This design comes from an exercise in tuning for small area, a short achievable clock period and few clock cycles per item on the open sky130 flow, not from production work.
Function not checked in this run: the RTL went through the layout flow alone.
Power and IR drop assume default switching activity.

File: design/flow/design.v
`default_nettype none
package md_bcast_pkg;
	localparam int NUM_CELLS = 4;
	localparam int PARTICLE_ID_WIDTH = 7;
	localparam int FORCE_CREDITS = 4;
	localparam int CREDIT_WIDTH = $clog2(FORCE_CREDITS + 1);
endpackage
`default_nettype wire
`timescale 1ns/1ps
`default_nettype none
import md_bcast_pkg::*;
module cell_pair_filter
(
	input wire clk,
	input wire rst,
	input wire start,
	input wire [PARTICLE_ID_WIDTH-1:0] own_num,
	input wire [PARTICLE_ID_WIDTH-1:0] nbr_num,
	input wire credit_return,
	output logic pair_valid,
	output logic [PARTICLE_ID_WIDTH-1:0] pair_ref,
	output logic [PARTICLE_ID_WIDTH-1:0] pair_partner,
	output logic pair_phase,
	output logic quiet
);
	localparam int W = PARTICLE_ID_WIDTH;
	logic [W-1:0] r;
	logic [W-1:0] p;
	logic ph;
	logic act;
	logic [CREDIT_WIDTH-1:0] outstanding;
	logic [W-1:0] r_inc;
	logic [W-1:0] p_inc;
	logic [W-1:0] succ_r;
	logic [W-1:0] succ_p;
	logic succ_ph;
	logic succ_act;
	logic [W-1:0] next_r;
	logic [W-1:0] next_p;
	logic next_ph;
	logic next_act;
	logic [CREDIT_WIDTH-1:0] next_outstanding;
	assign r_inc = r + 1'b1;
	assign p_inc = p + 1'b1;
	always_comb
	begin
		succ_r = r;
		succ_p = p_inc;
		succ_ph = ph;
		succ_act = 1'b1;
		if (!ph)
		begin
			if (r_inc != p)
			begin
				succ_r = r_inc;
				succ_p = p;
			end
			else if (p != own_num)
			begin
				succ_r = W'(1);
			end
			else if (nbr_num != '0)
			begin
				succ_r = W'(1);
				succ_p = W'(1);
				succ_ph = 1'b1;
			end
			else
				succ_act = 1'b0;
		end
		else
		begin
			if (p == nbr_num)
			begin
				succ_r = r_inc;
				succ_p = W'(1);
				if (r == own_num)
					succ_act = 1'b0;
			end
		end
	end
	always_comb
	begin
		next_r = r;
		next_p = p;
		next_ph = ph;
		next_act = act;
		if (start)
		begin
			next_r = W'(1);
			if (own_num[W-1:1] != '0)
			begin
				next_p = W'(2);
				next_ph = 1'b0;
				next_act = 1'b1;
			end
			else
			begin
				next_p = W'(1);
				next_ph = 1'b1;
				next_act = own_num[0] && (nbr_num != '0);
			end
		end
		else if (pair_valid)
		begin
			next_r = succ_r;
			next_p = succ_p;
			next_ph = succ_ph;
			next_act = succ_act;
		end
	end
	assign next_outstanding = outstanding + CREDIT_WIDTH'(pair_valid) - CREDIT_WIDTH'(credit_return);
	always_ff @(posedge clk)
	begin
		r <= next_r;
		p <= next_p;
		ph <= next_ph;
	end
	always_ff @(posedge clk)
	begin
		if (rst)
		begin
			act <= 1'b0;
			pair_valid <= 1'b0;
			outstanding <= '0;
		end
		else
		begin
			act <= next_act;
			pair_valid <= next_act && (next_outstanding != CREDIT_WIDTH'(FORCE_CREDITS));
			outstanding <= next_outstanding;
		end
	end
	assign pair_ref = r;
	assign pair_partner = p;
	assign pair_phase = ph;
	assign quiet = !act && !pair_valid && (next_outstanding == '0);
endmodule
`default_nettype wire
`timescale 1ns/1ps
`default_nettype none
import md_bcast_pkg::*;
module broadcast_controller
(
	input wire clk,
	input wire rst,
	input wire iter_start,
	input wire [NUM_CELLS-1:0] cell_quiet,
	output logic start,
	output logic iter_done
);
	logic busy;
	logic finish;
	assign start = iter_start;
	assign finish = busy && (&cell_quiet);
	always_ff @(posedge clk)
	begin
		if (rst)
		begin
			busy <= 1'b0;
			iter_done <= 1'b0;
		end
		else
		begin
			busy <= iter_start || (busy && !finish);
			iter_done <= finish;
		end
	end
endmodule
`default_nettype wire
`timescale 1ns/1ps
`default_nettype none
import md_bcast_pkg::*;
module pair_broadcast_top
(
	input wire clk,
	input wire rst,
	input wire iter_start,
	input wire [NUM_CELLS*PARTICLE_ID_WIDTH-1:0] particle_num,
	input wire [NUM_CELLS-1:0] credit_return,
	output wire [NUM_CELLS-1:0] pair_valid,
	output wire [NUM_CELLS*PARTICLE_ID_WIDTH-1:0] pair_ref,
	output wire [NUM_CELLS*PARTICLE_ID_WIDTH-1:0] pair_partner,
	output wire [NUM_CELLS-1:0] pair_phase,
	output wire iter_done
);
	wire start;
	wire [NUM_CELLS-1:0] cell_quiet;
	broadcast_controller ctrl_i (
		.clk(clk),
		.rst(rst),
		.iter_start(iter_start),
		.cell_quiet(cell_quiet),
		.start(start),
		.iter_done(iter_done)
	);
	for (genvar i = 0; i < NUM_CELLS; i++)
	begin : g_cell
		cell_pair_filter cell_i (
			.clk(clk),
			.rst(rst),
			.start(start),
			.own_num(particle_num[i*PARTICLE_ID_WIDTH +: PARTICLE_ID_WIDTH]),
			.nbr_num(particle_num[((i+1)%NUM_CELLS)*PARTICLE_ID_WIDTH +: PARTICLE_ID_WIDTH]),
			.credit_return(credit_return[i]),
			.pair_valid(pair_valid[i]),
			.pair_ref(pair_ref[i*PARTICLE_ID_WIDTH +: PARTICLE_ID_WIDTH]),
			.pair_partner(pair_partner[i*PARTICLE_ID_WIDTH +: PARTICLE_ID_WIDTH]),
			.pair_phase(pair_phase[i]),
			.quiet(cell_quiet[i])
		);
	end
endmodule
`default_nettype wire
File: design/flow/run.sh
#!/bin/bash
# synth_recipe.tcl (not shown) runs the flow's synth.tcl, then flattens the netlist and writes it again
# the make line also repeats each setting of config.mk as NAME=value (left out here)
make -C /OpenROAD-flow-scripts/flow DESIGN_CONFIG=/design/flow/config.mk WORK_HOME=/design/flow/orfs CLKGATE_MAP_FILE= SYNTH_SCRIPT=/design/flow/synth_recipe.tcl finish
File: design/flow/config.mk
export PLATFORM = sky130hd
export DESIGN_NAME = pair_broadcast_top
export DESIGN_NICKNAME = pair_broadcast_top
export VERILOG_FILES = /design/flow/design.v
export SDC_FILE = /design/flow/constraint.sdc
export NUM_CORES = 4
export LEC_CHECK = 0
export CAP_MARGIN = 20
export CORE_MARGIN = 2
export CORE_UTILIZATION = 40
export SLEW_MARGIN = 20
File: design/flow/constraint.sdc
create_clock -name core_clock -period 5.5 [get_ports {clk}]
set_input_delay 1.1000 -clock core_clock [delete_from_list [all_inputs] [get_ports {clk}]]
set_output_delay 1.1000 -clock core_clock [all_outputs]
set_load 0.01 [all_outputs]
==> notes.md <==
[synthesized netlist by cell type (6+ instances only)]
library cell	number	area [sq um]
a31oi_1	6	37.5
nand2_1	23	86.3
a21oi_1	8	40.0
xor2_1	31	272
nand3_1	33	165
or3_1	12	75.1
o21ai_0	22	110
edfxtp_1	32	961
inv_1	38	143
a21o_1	9	67.6
xnor2_1	124	1090
or2_2	6	37.5
o221ai_1	6	52.6
nand4_1	19	119
o21bai_1	6	45.0
nor2b_1	8	50.1
nor3_1	12	60.1
clkbuf_1	43	161
nand2b_1	8	50.1
buf_4	8	60.1
nor2_1	48	180
ha_1	16	200
dfxtp_1	50	1000
or4_1	7	52.6
and3_1	15	93.8
nor4_1	12	75.1
[cell type report]
type	instances	area [sq um]
Clock inverter	4	68.8
Sequential cell	82	1960
Fill cell	1381	7290
Clock buffer	11	233
Timing Repair Buffer	100	998
Tap cell	184	230
Multi-Input combinational cell	508	3720
Inverter	38	143
[power breakdown]
part	total, uW	switching [uW]	internal (uW)
registers	1120	306	810
logic	1320	633	692
clock network	643	250	394
total	3080	1190	1900
[critical path: stages]
cell             delay [ns]
clkdlybuf4s50_1        0.50
or4_1                  0.60
or4_4                  0.45
or4_4                  0.54
nor4_4                 0.29
o21bai_2               0.16
mux2_2                 0.28
[state kept, by name (all words and copies together) (netlist names)]
signal                     cells
g_cell.cell_i.p               28
g_cell.cell_i.r               28
g_cell.cell_i.outstanding     12
g_cell.cell_i.act              4
g_cell.cell_i.pair_valid       4
g_cell.cell_i.ph               4
ctrl_i.busy                    1
ctrl_i.iter_done               1
[stage by stage]
stage | std cells | hold slack [ns] | utilization | setup slack [ns] | area (sq um)
6_report | 927 | 0.486 | 0.502 | 1.81 | 7350
5_1_grt | 927 | 0.506 | 0.502 | 1.69 | 7350
4_1_cts | 927 | 0.487 | 0.502 | 1.81 | 7350
3_5_place_dp | 912 | 0.467 | 0.481 | 1.46 | 7050
3_3_place_gp | 912 | 0.459 | 0.481 | 1.52 | 7050
2_1_floorplan | 680 | 0.448 | - | 2.04 | 6050
[layout by cell type, fill, tap and decap left out, types with 3 or more instances in the layout]
cell type | synthesis | final
a211o_1 | 3 | 3
a21o_1 | 9 | 9
a21oi_1 | 8 | 8
a221o_1 | 4 | 4
a22o_1 | 3 | 3
a31oi_1 | 6 | 6
a41oi_1 | 3 | 3
and2_1 | 3 | 3
and3_1 | 15 | 15
clkbuf_16 | 0 | 9
clkdlybuf4s50_1 | 0 | 99
dfxtp_1 | 50 | 50
edfxtp_1 | 32 | 32
fa_1 | 4 | 4
ha_1 | 16 | 16
inv_1 | 38 | 38
nand2_1 | 23 | 23
nand2b_1 | 8 | 8
nand3_1 | 33 | 33
nand4_1 | 19 | 19
nor2_1 | 48 | 48
nor2b_1 | 8 | 8
nor3_1 | 12 | 12
nor3b_1 | 5 | 5
nor4_1 | 12 | 12
o21a_1 | 4 | 4
o21ai_0 | 22 | 22
o21bai_1 | 6 | 6
o221ai_1 | 6 | 6
o22ai_1 | 4 | 4
o41ai_1 | 4 | 4
or2_2 | 6 | 6
or3_1 | 12 | 12
or4_1 | 7 | 7
or4_4 | 4 | 4
xnor2_1 | 124 | 124
xor2_1 | 31 | 31
[worst min-delay path by stage]
stage,from,to,cells past startpoint
after global routing,ctrl_i.busy,ctrl_i.iter_done,1
after CTS,ctrl_i.busy,ctrl_i.iter_done,1
after detailed placement,ctrl_i.busy,ctrl_i.iter_done,1
after global placement,ctrl_i.busy,ctrl_i.busy,2
final,ctrl_i.busy,ctrl_i.iter_done,1
after floorplan,ctrl_i.busy,ctrl_i.busy,2
[logic make-up (layout without fill, tap and decap cells)]
kind of cell    Yosys count  count (layout)  synth area share
compound gates          101             101             0.122
xor+xnor                156             156             0.228
fa+ha+maj                20              20            0.0463
buf+inv                  90             153            0.0610
flops                    82              82             0.324
mux                       4               4           0.00703
simple gates            227             227             0.211
[layer usage]
layer / vias up / track usage
met4: 0 / 0.0646
met5: - / 0
met2: 165 / 0.332
li1: 2510 / -
met1: 2481 / 0.276
met3: 23 / 0.0316
==> implementation parameters <==
Parameter                              Value

Clock tree
  Count of buffers added by post-CTS timing repair for setup ... 0
  Number of cells upsized or downsized after cts ... 0
  Clk slew on worst S/H paths ... about 0.060 ns
  Hold buffers post-CTS ... 0
  CTS tree ... built
  Max Buffers Root-to-Sink ... 2
  Worst-Skew Late Latency ... around 0.34 ns
  Clock root buffer ... clkbuf_16
  Total CTS buffers ... 9
  Clock sink count ... 82
  H-tree lvl count ... 3

Worst setup path
  Worst-path maximum fanout ... 6
  Critical path launch point ... particle_num[15]
  Arr. time, crit path ... a little under 4 ns
  Destination of the worst register-to-register timing path ... ctrl_i.busy
  Worst r2r src ... g_cell[3].cell_i.pair_valid
  Worst-case register-to-register setup slack ... roughly 2.4 ns
  Kind of end point of the critical path ... flop
  Worst-case reg-to-reg path depth ... 11
  Critical Path Sink ... g_cell[1].cell_i.r[0]
  Kind of start point of the critical path ... primary input
  Worst EP required ... roughly 5.7 ns
  Crit Path Class ... in2reg

Global route
  Vias in the first global route ... between 4,000 and 5,000
  Overall global routing resource usage ... 0.203
  Pin count of the biggest net entering global routing ... 55
  Initial antenna violation count ... 0
  Total congestion overflow after global routing ... 0
  Wire length of the first global-routing pass ... 26,100 microns

Run
  Maximum capacitance violations ... 0

Placed design
  I/O Buffers ... 99
  DP HPWL ... between 10,000 and 15,000 microns
  Routability cong. ... roughly 0.88

STA
  Headroom to the max-slew limit ... 0.453
  Maximum clock rate ... 271 MHz
  Number of max-slew violations in the final report ... 0
  Aggregate negative setup slack ... 0 ns
  Skew final ... 0.00757 ns
  Final worst path period share ... 0.672
  Final setup vio count ... 0
  Final min period ... ~3.7 ns
  Final Hold Viols ... 0
  RSZ-0062 raised after global routing ... false
  Transition time at the pin with the least slew margin ... 0.810 ns

Route
  Metal2 WL ... approximately 7800 microns
  Antenna-violating nets left ... 0
  Length of routed met3 wiring ... ~850 microns
  Wire per inst ... approximately 17 microns
  Met1 wire length ... ~7300 microns
  Total routed wirelength ... ~16,000 microns
  Number of optimization iterations in the first detailed-route pass ... 5
  DR iter-0 viols ... 294
  Number of design rule violations left after detail routing ... 0
  Via count ... roughly 5,200
  Uppermost routed layer ... met4
  Number of vias per cell after detailed routing ... 5.59

Layout
  Fraction of final layout cells with drive strength greater than 1 ... 0.0431
  Nets ... 794
  Synth-to-layout area growth ... 21.6%
  Diode count ... 0

Pwr
  Power density over cell area ... around 420 mW/mm^2
  VDD IR-drop max ... roughly 0.00022 V
  Overall Power ... a little over 3000 uW
  Leakage dissipation ... between 0.002 and 0.003 uW

Floorplan
  Die height ... between 100 and 150 microns
  Core Region ... 0.0146 sq mm
  Floorplan row count ... between 40 and 50
  Boundary Pins ... 100
  Starting density of the core ... 0.413
  Die Width ... roughly 130 microns
  Floorplan die area ... between 0.015 and 0.02 sq mm

Synthesis
  Syn_nets ... between 700 and 800
  Mean post-synth cell area ... 8.89 sq um
  Number of instances in the synthesized netlist ... 680
  Seq/Total Area, Yosys ... 0.324
  Post-synthesis instance area ... roughly 0.0060 sq mm
  Number of library cell types mapped by synthesis ... 63
  Async set-or-reset flop fraction in the synthesized netlist ... 0
  Seq cells post-synth ... 82
  YS warnings ... 2
  Main flop type after synthesis ... dfxtp_1
  Count of flip-flops with a built-in enable after synthesis ... 32

Min path
  Kind of path behind the tightest hold check ... reg2reg

Status
  Result of the run ... timing/DRC/antenna clean

port drivers added, routing unchanged:
No port has a modelled driver above. Below, the same layout with a new extraction and two added sets of constraints.
Step 1 assumes that a clkbuf_16 drives the clock port and a buf_2 every other input.
Step 2 also shifts input and output timing later by t, the mid clock arrival at the registers, as if the neighbouring blocks saw the same clock.
a / b / c = ideal ports / drivers / drivers and shift; a / b = the first two.
t (ns): 0.380
setup WS [ns]: 1.806 / 1.824 / 1.444
clock arrival spread, ns: 0.010 / 0.010
worst data-port slew with drivers (ns): 0.05
cell pins on the clock port's net: 1
After both steps setup and hold are still met in this run. For this run, drivers alone change the setup slack by +0.018 ns; drivers and shift together by -0.362 ns.
